This is an optimization exercise on Yosys and OpenROAD, whose aim is small area, not a production implementation. Function was checked by simulation only, so behaviour that the tests miss may differ from the original. Power and IR drop assume default switching activity.

==> flow/design.v (excerpt) <==
module id_stage_pipe (
  input  logic        clk,
  input  logic        rst,
  input  logic        in_valid,
  output logic        in_ready,
  input  logic [31:0] instn,
  input  logic        wb_we,
  input  logic [4:0]  wb_addr,
  input  logic [31:0] wb_data,
  input  logic        ex_load_pending,
  input  logic [4:0]  ex_load_rt,
  input  logic        flush,
  input  logic        ex_ready,
  output logic        out_valid,
  output logic [31:0] out_rs_data,
  output logic [31:0] out_rt_data,
  output logic [31:0] out_imm,
  output logic [4:0]  out_rs,
  output logic [4:0]  out_rt,
  output logic [4:0]  out_rd,
  output logic [4:0]  out_shamt,
  output logic [5:0]  out_funct,
  output logic [5:0]  out_opcode,
  output logic [7:0]  out_ctrl,
  output logic        peri_req,
  input  logic        peri_ack,
  output logic [15:0] peri_addr,
  output logic [15:0] peri_data
);
Size in the first run: ~3600 cells after synthesis, ~1100 flip-flops, roughly 43000 um2 of cells after synthesis.
clock: 6.0 ns
lec_check: 0
cap_margin: 20
core_margin: 2
core_utilization: 60
slew_margin: 20
synth_hierarchical: 1
standard.sh (not shown) runs the stock make flow with config.mk's settings and CLKGATE_MAP_FILE= SYNTH_SCRIPT=/design/flow/synth_recipe.tcl, a recipe that flattens the netlist after the stock synthesis.
==> flow/flow/run.sh <==
#!/bin/bash
# Own layout flow: the standard ORFS flow (standard.sh, unchanged synthesis) with
#  - plain buf_1 cells as the port buffers instead of the default delay buffers, and
#  - a clock tree without dummy loads, with larger sink clusters (fewer leaf buffers).
# make's full output goes to flow_make.log here; each ORFS step's log is under orfs/logs/.
set -euo pipefail
export BUFFER_PORTS_ARGS="-buffer_cell sky130_fd_sc_hd__buf_1"
export CTS_ARGS="-sink_clustering_enable -repair_clock_nets -dont_use_dummy_load -sink_clustering_size 25 -sink_clustering_max_diameter 80"
bash standard.sh finish > flow_make.log 2>&1
The first run went through all stages and came out clean.
Next try:
==> flow/run.sh (new file) <==
#!/bin/bash
# synth_recipe.tcl (not shown) runs the flow's synth.tcl, then flattens the netlist and writes it again
# the make line also repeats each setting of config.mk as NAME=value (left out here)
make -C /OpenROAD-flow-scripts/flow DESIGN_CONFIG=/design/flow/config.mk WORK_HOME=/design/flow/orfs CLKGATE_MAP_FILE= SYNTH_SCRIPT=/design/flow/synth_recipe.tcl finish
CORE_UTILIZATION = 50   (was 60)
CTS_CLUSTER_DIAMETER = 80   (was unset)
CTS_CLUSTER_SIZE = 25   (was unset)
removed: flow/flow/run.sh
removed: flow/standard.sh
=> Worst hold slack gets better by 0.0057 ns. Global-route usage went down by 8.1 points. Non-clock buffer count is higher by 13. Clock-buffer cell count is higher by 10. Flip-flop and latch count is unchanged. Total power climbs by 3.3%.

* * *

Setup of the previous run:
Another version of the RTL of id_stage_pipe (not shown whole).
Size in the first run: roughly 3,600 cells after synthesis, roughly 1,100 flip-flops.
## id_stage_pipe
module id_stage_pipe (
  input  logic        clk,
  input  logic        rst,
  input  logic        in_valid,
  output logic        in_ready,
  input  logic [31:0] instn,
  input  logic        wb_we,
  input  logic [4:0]  wb_addr,
  input  logic [31:0] wb_data,
  input  logic        ex_load_pending,
  input  logic [4:0]  ex_load_rt,
  input  logic        flush,
  input  logic        ex_ready,
  output logic        out_valid,
  output logic [31:0] out_rs_data,
  output logic [31:0] out_rt_data,
  output logic [31:0] out_imm,
  output logic [4:0]  out_rs,
  output logic [4:0]  out_rt,
  output logic [4:0]  out_rd,
  output logic [4:0]  out_shamt,
  output logic [5:0]  out_funct,
  output logic [5:0]  out_opcode,
  output logic [7:0]  out_ctrl,
  output logic        peri_req,
  input  logic        peri_ack,
  output logic [15:0] peri_addr,
  output logic [15:0] peri_data
);
==> flow/config.mk <==
export PLATFORM = sky130hd
export DESIGN_NAME = id_stage_pipe
export DESIGN_NICKNAME = id_stage_pipe
export VERILOG_FILES = /design/flow/design.v
export SDC_FILE = /design/flow/constraint.sdc
export NUM_CORES = 8
export LEC_CHECK = 0
export CAP_MARGIN = 20
export CORE_MARGIN = 2
export CORE_UTILIZATION = 60
export SLEW_MARGIN = 20
export SYNTH_HIERARCHICAL = 1
==> flow/constraint.sdc <==
create_clock -name core_clock -period 6.0 [get_ports {clk}]
set_input_delay 1.2000 -clock core_clock [delete_from_list [all_inputs] [get_ports {clk}]]
set_output_delay 1.2000 -clock core_clock [all_outputs]
set_load 0.01 [all_outputs]
==> flow/flow/run.sh <==
#!/bin/bash
# Own layout flow: the standard ORFS flow (standard.sh, unchanged synthesis) with
#  - plain buf_1 cells as the port buffers instead of the default delay buffers,
#  - before global placement (flow/upsize.tcl): synthesis buffers removed and the gates
#    (inverters, AND and NAND gates) that drive a whole select/enable line sized up, so
#    the line needs no extra buffer,
#  - after global placement (flow/merge_port_buffers.tcl): an input port buffer that only
#    feeds one repair buffer takes that buffer's size, and the repair buffer is removed,
#  - a clock tree without dummy loads, with larger sink clusters (fewer leaf buffers), and
#  - before global routing (flow/downsize.tcl): logic gates that drive at most two pins set
#    to drive strength 1; global route's own repair_design/repair_timing follow as usual.
# make's full output goes to flow_make.log here; each ORFS step's log is under orfs/logs/.
set -euo pipefail
export BUFFER_PORTS_ARGS="-buffer_cell sky130_fd_sc_hd__buf_1"
export CTS_ARGS="-sink_clustering_enable -repair_clock_nets -dont_use_dummy_load -sink_clustering_size 27 -sink_clustering_max_diameter 90"
export PRE_GLOBAL_PLACE_TCL="$PWD/flow/upsize.tcl"
export POST_GLOBAL_PLACE_TCL="$PWD/flow/merge_port_buffers.tcl"
export PRE_GLOBAL_ROUTE_TCL="$PWD/flow/downsize.tcl"
bash standard.sh finish > flow_make.log 2>&1
Other scripts of this flow, unchanged in this note and not shown: flow/flow/downsize.tcl, flow/flow/merge_port_buffers.tcl, flow/flow/upsize.tcl
The previous run closes out successfully: all stages finished, all timing, DRC and antenna checks passed.
Changes in the current run relative to the previous run:
- a change of CORE_UTILIZATION from 60 to 68
Results
- When the final numbers for the current run and the previous run were put side by side, the met2 usage in global routing turned out to be smaller in the previous run.
- Run comparison: the previous run worst setup path endpoint out_rt_data[27]$_DFF_P_; the current run worst setup path endpoint out_rt_data[19]$_DFF_P_
- Taking the previous run as the reference, in the current run share of total power in the clock network level; total routing usage reported by global routing rose 6.0 points.

-- what the ideal ports hide --
No port has a modelled driver above. Below, the same layouts with a new extraction and two added sets of constraints.
Step 1 sets driving cells, clkbuf_16 on the clock port and buf_2 on the other inputs (assumed; they add their load-dependent delay and slew).
Step 2, shift: input delay + t, output delay - t, t = (earliest + latest rising clock arrival at the registers) / 2. This alone moves slack from input paths to output paths.
Slacks: no drivers / after step 1 / after step 2; pairs: no drivers / after step 1.
| run | t (ns) | setup slack, ns | hold slack, ns |
|---|---|---|---|
| the first run of note 1 | 0.740 | 1.313 / 1.337 / 0.598 | 0.471 / 0.471 / 0.471 |
| the second run of note 1 | 0.735 | 1.022 / 1.038 / 0.303 | 0.477 / 0.477 / 0.477 |
| the previous run | 0.733 | 1.021 / 1.069 / 0.336 | 0.479 / 0.479 / 0.479 |
| the current run | 0.730 | 1.179 / 1.221 / 0.491 | 0.475 / 0.475 / 0.475 |
After both steps setup and hold are still met in every run listed. The setup slack of the second run of note 1, which loses most, moves by +0.016 ns with the drivers and by -0.719 ns with both steps.
